This is an optimization exercise on Yosys and OpenROAD, whose aim is small area, a short achievable clock period and few clock cycles per item, not a production implementation.
RTL that was checked went through simulation tests only; none was proved equivalent to the original.
Power and IR drop assume default switching activity.

==> inputs of build 7 <==
==> flow/design.v <==
`timescale 1ns / 1ps
`default_nettype none
package bgpr_pkg;
  localparam int COLUMNS = 128;
  localparam int SMP_W   = 8;
  localparam int COL_W   = 7;
  localparam int ROW_W   = 2;
  localparam int CNT_W   = 8;
  localparam logic [1:0] OP_CLEAR = 2'd0;
  localparam logic [1:0] OP_LOAD  = 2'd1;
  localparam logic [1:0] OP_READ  = 2'd2;
  localparam logic [1:0] OP_NONE  = 2'd3;
  localparam logic [SMP_W-1:0] FULL_SCALE_RST = 8'd75;
  localparam int FIFO_D = 8;
  localparam int OUT_SLOTS = FIFO_D + 1;
endpackage
`default_nettype wire
`timescale 1ns / 1ps
`default_nettype none
module bgpr_front (
  input  wire logic        clk,
  input  wire logic        wr,        
  input  wire logic [7:0]  wdata,
  input  wire logic [7:0]  sel_hi,    
  input  wire logic [15:0] sel_lo,    
  output logic [7:0]       rdata
);
  logic [7:0] ring [128];
  always_ff @(posedge clk) begin
    ring[0] <= wr ? wdata : ring[127];
    for (int i = 1; i < 128; i++) ring[i] <= ring[i-1];
  end
  logic [7:0] grp [8];
  always_comb begin
    for (int g = 0; g < 8; g++) begin
      grp[g] = '0;
      for (int j = 0; j < 16; j++) grp[g] = grp[g] | (ring[16*g+j] & {8{sel_lo[j]}});
    end
    rdata = '0;
    for (int g = 0; g < 8; g++) rdata = rdata | (grp[g] & {8{sel_hi[g]}});
  end
endmodule
`default_nettype wire
`timescale 1ns / 1ps
`default_nettype none
module bgpr_queue (
  input  wire logic clk,
  input  wire logic rst,
  input  wire logic push,
  input  wire logic [3:0] push_code,
  input  wire logic pop,
  output logic [3:0] head,
  output logic      empty
);
  localparam int D = bgpr_pkg::FIFO_D;
  logic [3:0] entries [D];
  logic [D-1:0] fill;
  assign empty = !fill[0];
  always_comb begin
    head = '0;
    for (int i = 0; i < D; i++) begin
      if (fill[i] && (i == D - 1 || !fill[(i + 1) % D])) head = head | entries[i];
    end
  end
  always_ff @(posedge clk) begin
    if (rst) begin
      fill <= '0;
    end else if (push && !pop) begin
      fill <= {fill[D-2:0], 1'b1};
    end else if (pop && !push) begin
      fill <= {1'b0, fill[D-1:1]};
    end
  end
  always_ff @(posedge clk) begin
    if (push) begin
      entries[0] <= push_code;
      for (int i = 1; i < D; i++) entries[i] <= entries[i-1];
    end
  end
endmodule
`default_nettype wire
`timescale 1ns / 1ps
`default_nettype none
module bgpr_back (
  input  wire logic       clk,
  input  wire logic       rst,
  input  wire logic [7:0] floor_value,
  input  wire logic [7:0] s,            
  input  wire logic       in_valid,
  input  wire logic [7:0] in_x,         
  input  wire logic [1:0] in_row,
  output logic [5:0]      vv,           
  output logic            out_valid,
  output logic [3:0]      out_code,     
  output logic [7:0]      out_byte,     
  output logic            out_sv
);
  function automatic logic [8:0] nstep(input logic [8:0] p, input logic [7:0] sv);
    nstep = {p[7:0], ~p[8]} + ({1'b0, sv} ^ {9{~p[8]}});
  endfunction
  logic       v3;
  logic [7:0] x3;
  logic [1:0] row3;
  always_ff @(posedge clk) begin
    if (rst) v3 <= 1'b0;
    else     v3 <= in_valid;
    x3   <= in_x;
    row3 <= in_row;
  end
  logic [8:0] diff3;
  logic [7:0] d3;
  assign diff3 = {1'b0, x3} - {1'b0, floor_value};
  assign d3    = diff3[8] ? 8'd0 : diff3[7:0];
  logic       v4;
  logic [7:0] r4;
  logic [1:0] row4;
  always_ff @(posedge clk) begin
    if (rst) v4 <= 1'b0;
    else     v4 <= v3;
    r4   <= d3;
    row4 <= row3;
  end
  logic [8:0] st4;
  logic       q5_4;
  assign st4  = nstep({1'b0, r4}, s);
  assign q5_4 = r4 >= s;
  logic       v5;
  logic [1:0] q54_5;
  logic [8:0] r5;
  logic [1:0] row5;
  always_ff @(posedge clk) begin
    if (rst) v5 <= 1'b0;
    else     v5 <= v4;
    r5    <= st4;
    q54_5 <= {q5_4, ~st4[8]};
    row5  <= row4;
  end
  logic [8:0] st5;
  assign st5 = nstep(r5, s);
  logic       v6;
  logic [2:0] q53_6;
  logic [8:0] r6;
  logic [1:0] row6;
  always_ff @(posedge clk) begin
    if (rst) v6 <= 1'b0;
    else     v6 <= v5;
    r6    <= st5;
    q53_6 <= {q54_5, ~st5[8]};
    row6  <= row5;
  end
  logic [8:0] st6;
  logic       full6, zero6;
  assign st6   = nstep(r6, s);
  assign full6 = q53_6[2] || q53_6[1:0] > ~row6;
  assign zero6 = !q53_6[2] && q53_6[1:0] < ~row6;
  logic       v7, full7, zero7, q2_7;
  logic [8:0] r7;
  always_ff @(posedge clk) begin
    if (rst) v7 <= 1'b0;
    else     v7 <= v6;
    r7    <= st6;
    full7 <= full6;
    zero7 <= zero6;
    q2_7  <= ~st6[8];
  end
  logic [8:0] st7;
  assign st7 = nstep(r7, s);
  logic       v8, full8, zero8;
  logic [1:0] q21_8;
  logic [8:0] r8;
  always_ff @(posedge clk) begin
    if (rst) v8 <= 1'b0;
    else     v8 <= v7;
    r8    <= st7;
    full8 <= full7;
    zero8 <= zero7;
    q21_8 <= {q2_7, ~st7[8]};
  end
  logic [8:0] st8;
  assign st8 = nstep(r8, s);
  assign out_valid = v8;
  logic q0_8;
  assign q0_8      = ~st8[8];
  assign out_sv    = s != 8'd0;
  assign out_code  = !out_sv ? 4'd15 :
                     full8   ? 4'd8  :
                     zero8   ? 4'd0  : {1'b0, q21_8, q0_8};
  always_comb begin
    for (int i = 0; i < 8; i++) begin
      out_byte[7 - i] = out_sv && !zero8 &&
                        (full8 || 2 * int'(q21_8) > i || (2 * int'(q21_8) == i && q0_8));
    end
  end
  assign vv        = {v8, v7, v6, v5, v4, v3};
endmodule
`default_nettype wire
`timescale 1ns / 1ps
`default_nettype none
module bar_graph_page_renderer_unit (
  input  wire logic  clk,
  input  wire logic  rst,
  input  wire logic         items_valid,
  output logic              items_ready,
  input  wire logic [1:0]   items_operation,
  input  wire logic [7:0]   items_sample,
  input  wire logic [1:0]   items_row,
  input  wire logic [6:0]   items_column,
  input  wire logic         cfg_valid,
  output logic              cfg_ready,
  input  wire logic [1:0]   cfg_index,
  input  wire logic [7:0]   cfg_data,
  output logic              results_valid,
  input  wire logic         results_ready,
  output logic [7:0]        results_pixel_byte,
  output logic              results_scale_valid
);
  logic [7:0] floor_value;
  logic [7:0] full_scale;
  logic [7:0] n;           
  logic [6:0] a1;          
  logic [6:0] gap;         
  logic [7:0] peak;
  logic       pk_v;
  logic       pk_clr;
  logic [7:0] pk_smp;
  logic       pk2_v;
  logic       pk2_clr;
  logic       pk2_above;
  logic [7:0] pk2_span;
  logic [7:0] s_use;
  logic        v2;
  logic [7:0]  sel_hi;
  logic [15:0] sel_lo;
  logic [1:0]  row2;
  logic       ready_q;
  logic [bgpr_pkg::OUT_SLOTS-1:0] outstanding;   
  logic in_acc;
  assign in_acc      = items_valid && ready_q;
  assign items_ready = ready_q;
  assign cfg_ready   = 1'b1;
  logic ld, clr, rd, ld_do;
  assign ld    = in_acc && items_operation == bgpr_pkg::OP_LOAD;
  assign clr   = in_acc && items_operation == bgpr_pkg::OP_CLEAR;
  assign rd    = in_acc && items_operation == bgpr_pkg::OP_READ;
  assign ld_do = ld && !n[7];
  logic [7:0] n_nxt;
  logic [6:0] gap_nxt;
  assign n_nxt   = clr ? 8'd0 : ld_do ? n + 8'd1 : n;
  assign gap_nxt = ld_do ? 7'd0 : gap - 7'd1;
  logic [5:0] vv;         
  logic       busy;       
  logic       pk_apply;
  assign busy     = v2 || (vv != '0);
  assign pk_apply = pk_v && !busy;
  always_ff @(posedge clk) begin
    if (rst) begin
      floor_value <= '0;
      full_scale  <= bgpr_pkg::FULL_SCALE_RST;
      n           <= '0;
      peak        <= '0;
      pk_v        <= 1'b0;
      pk2_v       <= 1'b0;
    end else begin
      if (cfg_valid) begin
        if (cfg_index == 2'd0) floor_value <= cfg_data;
        if (cfg_index == 2'd1) full_scale  <= cfg_data;
      end
      n <= n_nxt;
      pk2_v <= pk_apply;
      if (pk2_v) begin
        if (pk2_clr) begin
          peak <= '0;
        end else if (pk2_above && pk2_span > peak) begin
          peak <= pk2_span;
        end
      end
      if (clr || ld_do) begin
        pk_v <= 1'b1;
      end else if (pk_apply) begin
        pk_v <= 1'b0;
      end
    end
    if (clr || ld_do) begin
      pk_clr <= clr;
      pk_smp <= items_sample;
    end
    pk2_clr   <= pk_clr;
    pk2_above <= pk_smp > floor_value;
    pk2_span  <= pk_smp - floor_value;
    gap    <= gap_nxt;
    a1     <= (ld_do && n == 8'd0) ? 7'd1 : a1 + 7'd1;
    s_use  <= (full_scale != '0) ? full_scale : peak;
  end
  logic [6:0] place;
  logic       draw;
  assign place = a1 - items_column;
  assign draw  = {1'b0, items_column} < n;
  always_ff @(posedge clk) begin
    if (rst) v2 <= 1'b0;
    else     v2 <= rd;
    for (int i = 0; i < 8; i++)  sel_hi[i] <= draw && place[6:4] == 3'(i);
    for (int i = 0; i < 16; i++) sel_lo[i] <= place[3:0] == 4'(i);
    row2 <= items_row;
  end
  logic [7:0] rdata;
  bgpr_front u_front (
    .clk    (clk),
    .wr     (ld_do),
    .wdata  (items_sample),
    .sel_hi (sel_hi),
    .sel_lo (sel_lo),
    .rdata  (rdata)
  );
  logic       v_res;
  logic [3:0] code_res;
  logic [7:0] byte_res;
  logic       sv_res;
  bgpr_back u_back (
    .clk         (clk),
    .rst         (rst),
    .floor_value (floor_value),
    .s           (s_use),
    .in_valid    (v2),
    .in_x        (rdata),
    .in_row      (row2),
    .vv          (vv),
    .out_valid   (v_res),
    .out_code    (code_res),
    .out_byte    (byte_res),
    .out_sv      (sv_res)
  );
  logic       out_valid;
  logic [7:0] out_byte;
  logic       out_sv;
  logic       out_free;
  logic       f_push, f_pop, f_empty;
  logic [3:0] f_head;
  assign out_free  = !out_valid || results_ready;
  assign f_pop     = out_free && !f_empty;
  assign f_push    = v_res && (!out_free || !f_empty);
  bgpr_queue u_queue (
    .clk       (clk),
    .rst       (rst),
    .push      (f_push),
    .push_code (code_res),
    .pop       (f_pop),
    .head      (f_head),
    .empty     (f_empty)
  );
  always_ff @(posedge clk) begin
    if (rst) begin
      out_valid <= 1'b0;
    end else if (out_free) begin
      out_valid <= !f_empty || v_res;
    end
    if (out_free) begin
      if (f_empty) begin
        out_sv   <= sv_res;
        out_byte <= byte_res;
      end else begin
        out_sv   <= f_head != 4'd15;
        out_byte <= (f_head == 4'd15) ? 8'd0 : ~(8'hFF >> f_head);
      end
    end
  end
  assign results_valid       = out_valid;
  assign results_pixel_byte  = out_byte;
  assign results_scale_valid = out_sv;
  logic       res_out, credit_nxt;
  logic       z_nxt;
  logic       pk_v_nxt;
  logic       busy_nxt;
  assign res_out    = out_valid && results_ready;
  assign credit_nxt = (rd && !res_out) ? !outstanding[bgpr_pkg::OUT_SLOTS-2] :
                      (res_out && !rd) ? 1'b1 : !outstanding[bgpr_pkg::OUT_SLOTS-1];
  assign z_nxt      = ld_do || gap == 7'd1 || clr || (n == 8'd0 && !ld_do) ||
                      n[7] || (ld_do && n == 8'd127);
  assign pk_v_nxt   = clr || ld_do || (pk_v && busy);
  assign busy_nxt   = rd || v2 || (vv[4:0] != '0);
  always_ff @(posedge clk) begin
    if (rst) begin
      outstanding <= '0;
      ready_q     <= 1'b1;
    end else begin
      if (rd && !res_out) begin
        outstanding <= {outstanding[bgpr_pkg::OUT_SLOTS-2:0], 1'b1};
      end else if (res_out && !rd) begin
        outstanding <= {1'b0, outstanding[bgpr_pkg::OUT_SLOTS-1:1]};
      end
      ready_q <= z_nxt && !(pk_v_nxt && busy_nxt) && credit_nxt;
    end
  end
endmodule
`default_nettype wire
==> flow/run.sh <==
#!/bin/bash
# synth_recipe.tcl (not shown) runs the flow's synth.tcl, then flattens the netlist and writes it again
# the make line also repeats each setting of config.mk as NAME=value (left out here)
make -C /OpenROAD-flow-scripts/flow DESIGN_CONFIG=/design/flow/config.mk WORK_HOME=/design/flow/orfs CLKGATE_MAP_FILE= SYNTH_SCRIPT=/design/flow/synth_recipe.tcl finish
==> flow/config.mk <==
export PLATFORM = sky130hd
export DESIGN_NAME = bar_graph_page_renderer_unit
export DESIGN_NICKNAME = bar_graph_page_renderer_unit
export VERILOG_FILES = /design/flow/design.v
export SDC_FILE = /design/flow/constraint.sdc
export NUM_CORES = 4
export LEC_CHECK = 0
export CAP_MARGIN = 20
export CORE_MARGIN = 2
export CORE_UTILIZATION = 40
export CTS_BUF_LIST = sky130_fd_sc_hd__clkbuf_16
export CTS_CLUSTER_DIAMETER = 70
export CTS_CLUSTER_SIZE = 25
export SETUP_SLACK_MARGIN = 2.5
export SLEW_MARGIN = 20
==> flow/constraint.sdc <==
create_clock -name core_clock -period 5.0 [get_ports {clk}]
set_input_delay 1.0000 -clock core_clock [delete_from_list [all_inputs] [get_ports {clk}]]
set_output_delay 1.0000 -clock core_clock [all_outputs]
set_load 0.01 [all_outputs]
==> build 85: changes against build 7 <==
--- a/flow/design.v
+++ b/flow/design.v
@@ -11,7 +11,7 @@
   localparam logic [1:0] OP_READ  = 2'd2;
   localparam logic [1:0] OP_NONE  = 2'd3;
   localparam logic [SMP_W-1:0] FULL_SCALE_RST = 8'd75;
-  localparam int FIFO_D = 8;
+  localparam int FIFO_D = 9;
   localparam int OUT_SLOTS = FIFO_D + 1;
 endpackage
 `default_nettype wire
@@ -216,32 +216,34 @@
 );
   logic [7:0] floor_value;
   logic [7:0] full_scale;
+  logic       w_valid;
+  logic [1:0] w_op;
+  logic [7:0] w_sample;
+  logic [1:0] w_row;
+  logic [6:0] w_col;
   logic [7:0] n;           
   logic [6:0] a1;          
   logic [6:0] gap;         
   logic [7:0] peak;
   logic       pk_v;
   logic       pk_clr;
-  logic [7:0] pk_smp;
-  logic       pk2_v;
-  logic       pk2_clr;
-  logic       pk2_above;
-  logic [7:0] pk2_span;
+  logic       pk_gt;
+  logic [7:0] pk_span;
   logic [7:0] s_use;
   logic        v2;
   logic [7:0]  sel_hi;
   logic [15:0] sel_lo;
   logic [1:0]  row2;
   logic       ready_q;
-  logic [bgpr_pkg::OUT_SLOTS-1:0] outstanding;   
+  logic [3:0] outstanding;
   logic in_acc;
   assign in_acc      = items_valid && ready_q;
   assign items_ready = ready_q;
   assign cfg_ready   = 1'b1;
   logic ld, clr, rd, ld_do;
-  assign ld    = in_acc && items_operation == bgpr_pkg::OP_LOAD;
-  assign clr   = in_acc && items_operation == bgpr_pkg::OP_CLEAR;
-  assign rd    = in_acc && items_operation == bgpr_pkg::OP_READ;
+  assign ld    = w_valid && w_op == bgpr_pkg::OP_LOAD;
+  assign clr   = w_valid && w_op == bgpr_pkg::OP_CLEAR;
+  assign rd    = w_valid && w_op == bgpr_pkg::OP_READ;
   assign ld_do = ld && !n[7];
   logic [7:0] n_nxt;
   logic [6:0] gap_nxt;
@@ -254,24 +256,33 @@
   assign pk_apply = pk_v && !busy;
   always_ff @(posedge clk) begin
     if (rst) begin
+      w_valid <= 1'b0;
+    end else begin
+      w_valid <= in_acc;
+    end
+    w_op     <= items_operation;
+    w_sample <= items_sample;
+    w_row    <= items_row;
+    w_col    <= items_column;
+  end
+  always_ff @(posedge clk) begin
+    if (rst) begin
       floor_value <= '0;
       full_scale  <= bgpr_pkg::FULL_SCALE_RST;
       n           <= '0;
       peak        <= '0;
       pk_v        <= 1'b0;
-      pk2_v       <= 1'b0;
     end else begin
       if (cfg_valid) begin
         if (cfg_index == 2'd0) floor_value <= cfg_data;
         if (cfg_index == 2'd1) full_scale  <= cfg_data;
       end
       n <= n_nxt;
-      pk2_v <= pk_apply;
-      if (pk2_v) begin
-        if (pk2_clr) begin
+      if (pk_apply) begin
+        if (pk_clr) begin
           peak <= '0;
-        end else if (pk2_above && pk2_span > peak) begin
-          peak <= pk2_span;
+        end else if (pk_gt && pk_span > peak) begin
+          peak <= pk_span;
         end
       end
       if (clr || ld_do) begin
@@ -281,32 +292,30 @@
       end
     end
     if (clr || ld_do) begin
-      pk_clr <= clr;
-      pk_smp <= items_sample;
+      pk_clr  <= clr;
+      pk_gt   <= w_sample > floor_value;
+      pk_span <= w_sample - floor_value;
     end
-    pk2_clr   <= pk_clr;
-    pk2_above <= pk_smp > floor_value;
-    pk2_span  <= pk_smp - floor_value;
     gap    <= gap_nxt;
     a1     <= (ld_do && n == 8'd0) ? 7'd1 : a1 + 7'd1;
     s_use  <= (full_scale != '0) ? full_scale : peak;
   end
   logic [6:0] place;
   logic       draw;
-  assign place = a1 - items_column;
-  assign draw  = {1'b0, items_column} < n;
+  assign place = a1 - w_col;
+  assign draw  = {1'b0, w_col} < n;
   always_ff @(posedge clk) begin
     if (rst) v2 <= 1'b0;
     else     v2 <= rd;
     for (int i = 0; i < 8; i++)  sel_hi[i] <= draw && place[6:4] == 3'(i);
     for (int i = 0; i < 16; i++) sel_lo[i] <= place[3:0] == 4'(i);
-    row2 <= items_row;
+    row2 <= w_row;
   end
   logic [7:0] rdata;
   bgpr_front u_front (
     .clk    (clk),
     .wr     (ld_do),
-    .wdata  (items_sample),
+    .wdata  (w_sample),
     .sel_hi (sel_hi),
     .sel_lo (sel_lo),
     .rdata  (rdata)
@@ -366,28 +375,32 @@
   assign results_valid       = out_valid;
   assign results_pixel_byte  = out_byte;
   assign results_scale_valid = out_sv;
-  logic       res_out, credit_nxt;
+  logic [3:0] out_nxt;
+  logic       rd_in, res_out, credit_nxt;
+  logic       ldclr_nxt;
   logic       z_nxt;
   logic       pk_v_nxt;
-  logic       busy_nxt;
+  logic [6:0] v_nxt;      
+  logic       hold_nxt;
+  assign rd_in      = in_acc && items_operation == bgpr_pkg::OP_READ;
   assign res_out    = out_valid && results_ready;
-  assign credit_nxt = (rd && !res_out) ? !outstanding[bgpr_pkg::OUT_SLOTS-2] :
-                      (res_out && !rd) ? 1'b1 : !outstanding[bgpr_pkg::OUT_SLOTS-1];
-  assign z_nxt      = ld_do || gap == 7'd1 || clr || (n == 8'd0 && !ld_do) ||
-                      n[7] || (ld_do && n == 8'd127);
-  assign pk_v_nxt   = clr || ld_do || (pk_v && busy);
-  assign busy_nxt   = rd || v2 || (vv[4:0] != '0);
+  assign out_nxt    = outstanding + {3'd0, rd_in} - {3'd0, res_out};
+  assign credit_nxt = (rd_in && !res_out) ? outstanding < 4'(bgpr_pkg::OUT_SLOTS - 1) :
+                      (res_out && !rd_in) ? 1'b1 :
+                                            outstanding < 4'(bgpr_pkg::OUT_SLOTS);
+  assign ldclr_nxt = in_acc && (items_operation == bgpr_pkg::OP_LOAD ||
+                                items_operation == bgpr_pkg::OP_CLEAR);
+  assign z_nxt     = ldclr_nxt || n_nxt == 8'd0 || n_nxt[7] || gap_nxt == 7'd1;
+  assign pk_v_nxt  = clr || ld_do || (pk_v && busy);
+  assign v_nxt     = {vv[4:0], v2, rd};
+  assign hold_nxt  = (ldclr_nxt && v_nxt[5:0] != '0) || (pk_v_nxt && v_nxt != '0);
   always_ff @(posedge clk) begin
     if (rst) begin
       outstanding <= '0;
       ready_q     <= 1'b1;
     end else begin
-      if (rd && !res_out) begin
-        outstanding <= {outstanding[bgpr_pkg::OUT_SLOTS-2:0], 1'b1};
-      end else if (res_out && !rd) begin
-        outstanding <= {1'b0, outstanding[bgpr_pkg::OUT_SLOTS-1:1]};
-      end
-      ready_q <= z_nxt && !(pk_v_nxt && busy_nxt) && credit_nxt;
+      outstanding <= out_nxt;
+      ready_q     <= z_nxt && !hold_nxt && credit_nxt;
     end
   end
 endmodule
- CORE_UTILIZATION: 40 -> 65
==> build 69: changes against build 7 <==
--- a/flow/design.v
+++ b/flow/design.v
@@ -222,18 +222,15 @@
   logic [7:0] peak;
   logic       pk_v;
   logic       pk_clr;
-  logic [7:0] pk_smp;
-  logic       pk2_v;
-  logic       pk2_clr;
-  logic       pk2_above;
-  logic [7:0] pk2_span;
+  logic       pk_gt;
+  logic [7:0] pk_span;
   logic [7:0] s_use;
   logic        v2;
   logic [7:0]  sel_hi;
   logic [15:0] sel_lo;
   logic [1:0]  row2;
   logic       ready_q;
-  logic [bgpr_pkg::OUT_SLOTS-1:0] outstanding;   
+  logic [3:0] outstanding;
   logic in_acc;
   assign in_acc      = items_valid && ready_q;
   assign items_ready = ready_q;
@@ -259,19 +256,17 @@
       n           <= '0;
       peak        <= '0;
       pk_v        <= 1'b0;
-      pk2_v       <= 1'b0;
     end else begin
       if (cfg_valid) begin
         if (cfg_index == 2'd0) floor_value <= cfg_data;
         if (cfg_index == 2'd1) full_scale  <= cfg_data;
       end
       n <= n_nxt;
-      pk2_v <= pk_apply;
-      if (pk2_v) begin
-        if (pk2_clr) begin
+      if (pk_apply) begin
+        if (pk_clr) begin
           peak <= '0;
-        end else if (pk2_above && pk2_span > peak) begin
-          peak <= pk2_span;
+        end else if (pk_gt && pk_span > peak) begin
+          peak <= pk_span;
         end
       end
       if (clr || ld_do) begin
@@ -281,12 +276,10 @@
       end
     end
     if (clr || ld_do) begin
-      pk_clr <= clr;
-      pk_smp <= items_sample;
+      pk_clr  <= clr;
+      pk_gt   <= items_sample > floor_value;
+      pk_span <= items_sample - floor_value;
     end
-    pk2_clr   <= pk_clr;
-    pk2_above <= pk_smp > floor_value;
-    pk2_span  <= pk_smp - floor_value;
     gap    <= gap_nxt;
     a1     <= (ld_do && n == 8'd0) ? 7'd1 : a1 + 7'd1;
     s_use  <= (full_scale != '0) ? full_scale : peak;
@@ -366,15 +359,17 @@
   assign results_valid       = out_valid;
   assign results_pixel_byte  = out_byte;
   assign results_scale_valid = out_sv;
+  logic [3:0] out_nxt;
   logic       res_out, credit_nxt;
   logic       z_nxt;
   logic       pk_v_nxt;
   logic       busy_nxt;
   assign res_out    = out_valid && results_ready;
-  assign credit_nxt = (rd && !res_out) ? !outstanding[bgpr_pkg::OUT_SLOTS-2] :
-                      (res_out && !rd) ? 1'b1 : !outstanding[bgpr_pkg::OUT_SLOTS-1];
-  assign z_nxt      = ld_do || gap == 7'd1 || clr || (n == 8'd0 && !ld_do) ||
-                      n[7] || (ld_do && n == 8'd127);
+  assign out_nxt    = outstanding + {3'd0, rd} - {3'd0, res_out};
+  assign credit_nxt = (rd && !res_out) ? outstanding < 4'(bgpr_pkg::OUT_SLOTS - 1) :
+                      (res_out && !rd) ? 1'b1 :
+                                         outstanding < 4'(bgpr_pkg::OUT_SLOTS);
+  assign z_nxt      = gap_nxt == 7'd0 || n_nxt == 8'd0 || n_nxt[7];
   assign pk_v_nxt   = clr || ld_do || (pk_v && busy);
   assign busy_nxt   = rd || v2 || (vv[4:0] != '0);
   always_ff @(posedge clk) begin
@@ -382,12 +377,8 @@
       outstanding <= '0;
       ready_q     <= 1'b1;
     end else begin
-      if (rd && !res_out) begin
-        outstanding <= {outstanding[bgpr_pkg::OUT_SLOTS-2:0], 1'b1};
-      end else if (res_out && !rd) begin
-        outstanding <= {1'b0, outstanding[bgpr_pkg::OUT_SLOTS-1:1]};
-      end
-      ready_q <= z_nxt && !(pk_v_nxt && busy_nxt) && credit_nxt;
+      outstanding <= out_nxt;
+      ready_q     <= z_nxt && !(pk_v_nxt && busy_nxt) && credit_nxt;
     end
   end
 endmodule
- CTS_CLUSTER_DIAMETER: 70 -> 80
- CTS_CLUSTER_SIZE: 25 -> 30
- SETUP_SLACK_MARGIN: 2.5 -> 2.84
==> results by group <==
Synthesis
  • Post-synth top cells: 1214 x dfxtp_1, 274 x a22o_1, 256 x a221oi_1
  • Yosys top cell area share: 65.6%
  • Post-synthesis sequential area ratio: 69.6%

Final layout
  • Non-clock buffer share of cell area: 2.07%
  • FF/Latch Area: 25900 um^2

Outcome
  • Outcome: timing/DRC/antenna clean

Drt
  • Met2 routed wirelength: 42700 um
[end of results for build 7]
==> results by group <==
Drt
  • Met2 routed wirelength: 40800 um

Setup path
  • Crit path launch: sel_lo[5]

Final layout
  • Non-clock buffer share of cell area: 1.81%
  • FF/Latch Area: 26100 um^2
  • Multi-input gate area: 10700 um^2
  • Non-Filler Instances: 3624

Synthesis
  • Post-synthesis sequential area ratio: 69.4%
  • Yosys top cell area share: 65.0%
  • Post-synth top cells: 1219 x dfxtp_1, 257 x a221oi_1, 257 x a22o_1

Outcome
  • Outcome: timing/DRC/antenna clean
[end of results for build 85]
==> results by group <==
Synthesis
  • Yosys top cell area share: 65.3%
  • Post-synth top cells: 1198 x dfxtp_1, 272 x a22o_1, 256 x a221oi_1

Setup path
  • Reg-to-reg endpoint: u_back.r4[7]

Drt
  • Met2 routed wirelength: 45000 um

Power and ir drop
  • Net Sw Frac: 31.9%

STA
  • Crit share post-route: 44.8%

Final layout
  • Most frequent cells in the layout: 1161 x dfxtp_1, 272 x a22o_1, 253 x a221oi_1

Outcome
  • Outcome: timing/DRC/antenna clean
[end of results for build 69]
Testbench counts of build 69, summed over its fixed seeds: cycles 10,384, items 8,192.
Only the layout flow was run in build 7 and build 85; the RTL was not checked for function there.

## port drivers added, routing unchanged
How much do the figures lean on ideal ports? The routed layouts below were timed once more, with nothing changed but the port constraints. Step 1 sets driving cells, clkbuf_16 on the clock port and buf_2 on the other inputs (assumed; they add their load-dependent delay and slew). Step 2 times the ports against the registers' clock, not the clock port: input delays grow and output delays shrink by t, the midpoint of the rising clock arrivals with the driver on. Slacks: no drivers / after step 1 / after step 2; pairs: no drivers / after step 1.
run	shift t [ns]	setup WS [ns]	hold slack, ns	worst setup path after step 2	slew at the worst register clock pin (ns)
build 7	0.720	2.496 / 2.496 / 1.932	0.332 / 0.332 / 0.332	input to register	0.10 / 0.10
build 85	0.714	2.543 / 2.543 / 1.935	0.333 / 0.333 / 0.333	input to register	0.10 / 0.10
build 69	0.698	2.762 / 2.762 / 2.203	0.335 / 0.335 / 0.335	input to register	0.12 / 0.12
After both steps every run listed still meets setup and hold. The setup slack of build 85, which loses most, moves by 0.000 ns with the drivers and by -0.608 ns with both steps.
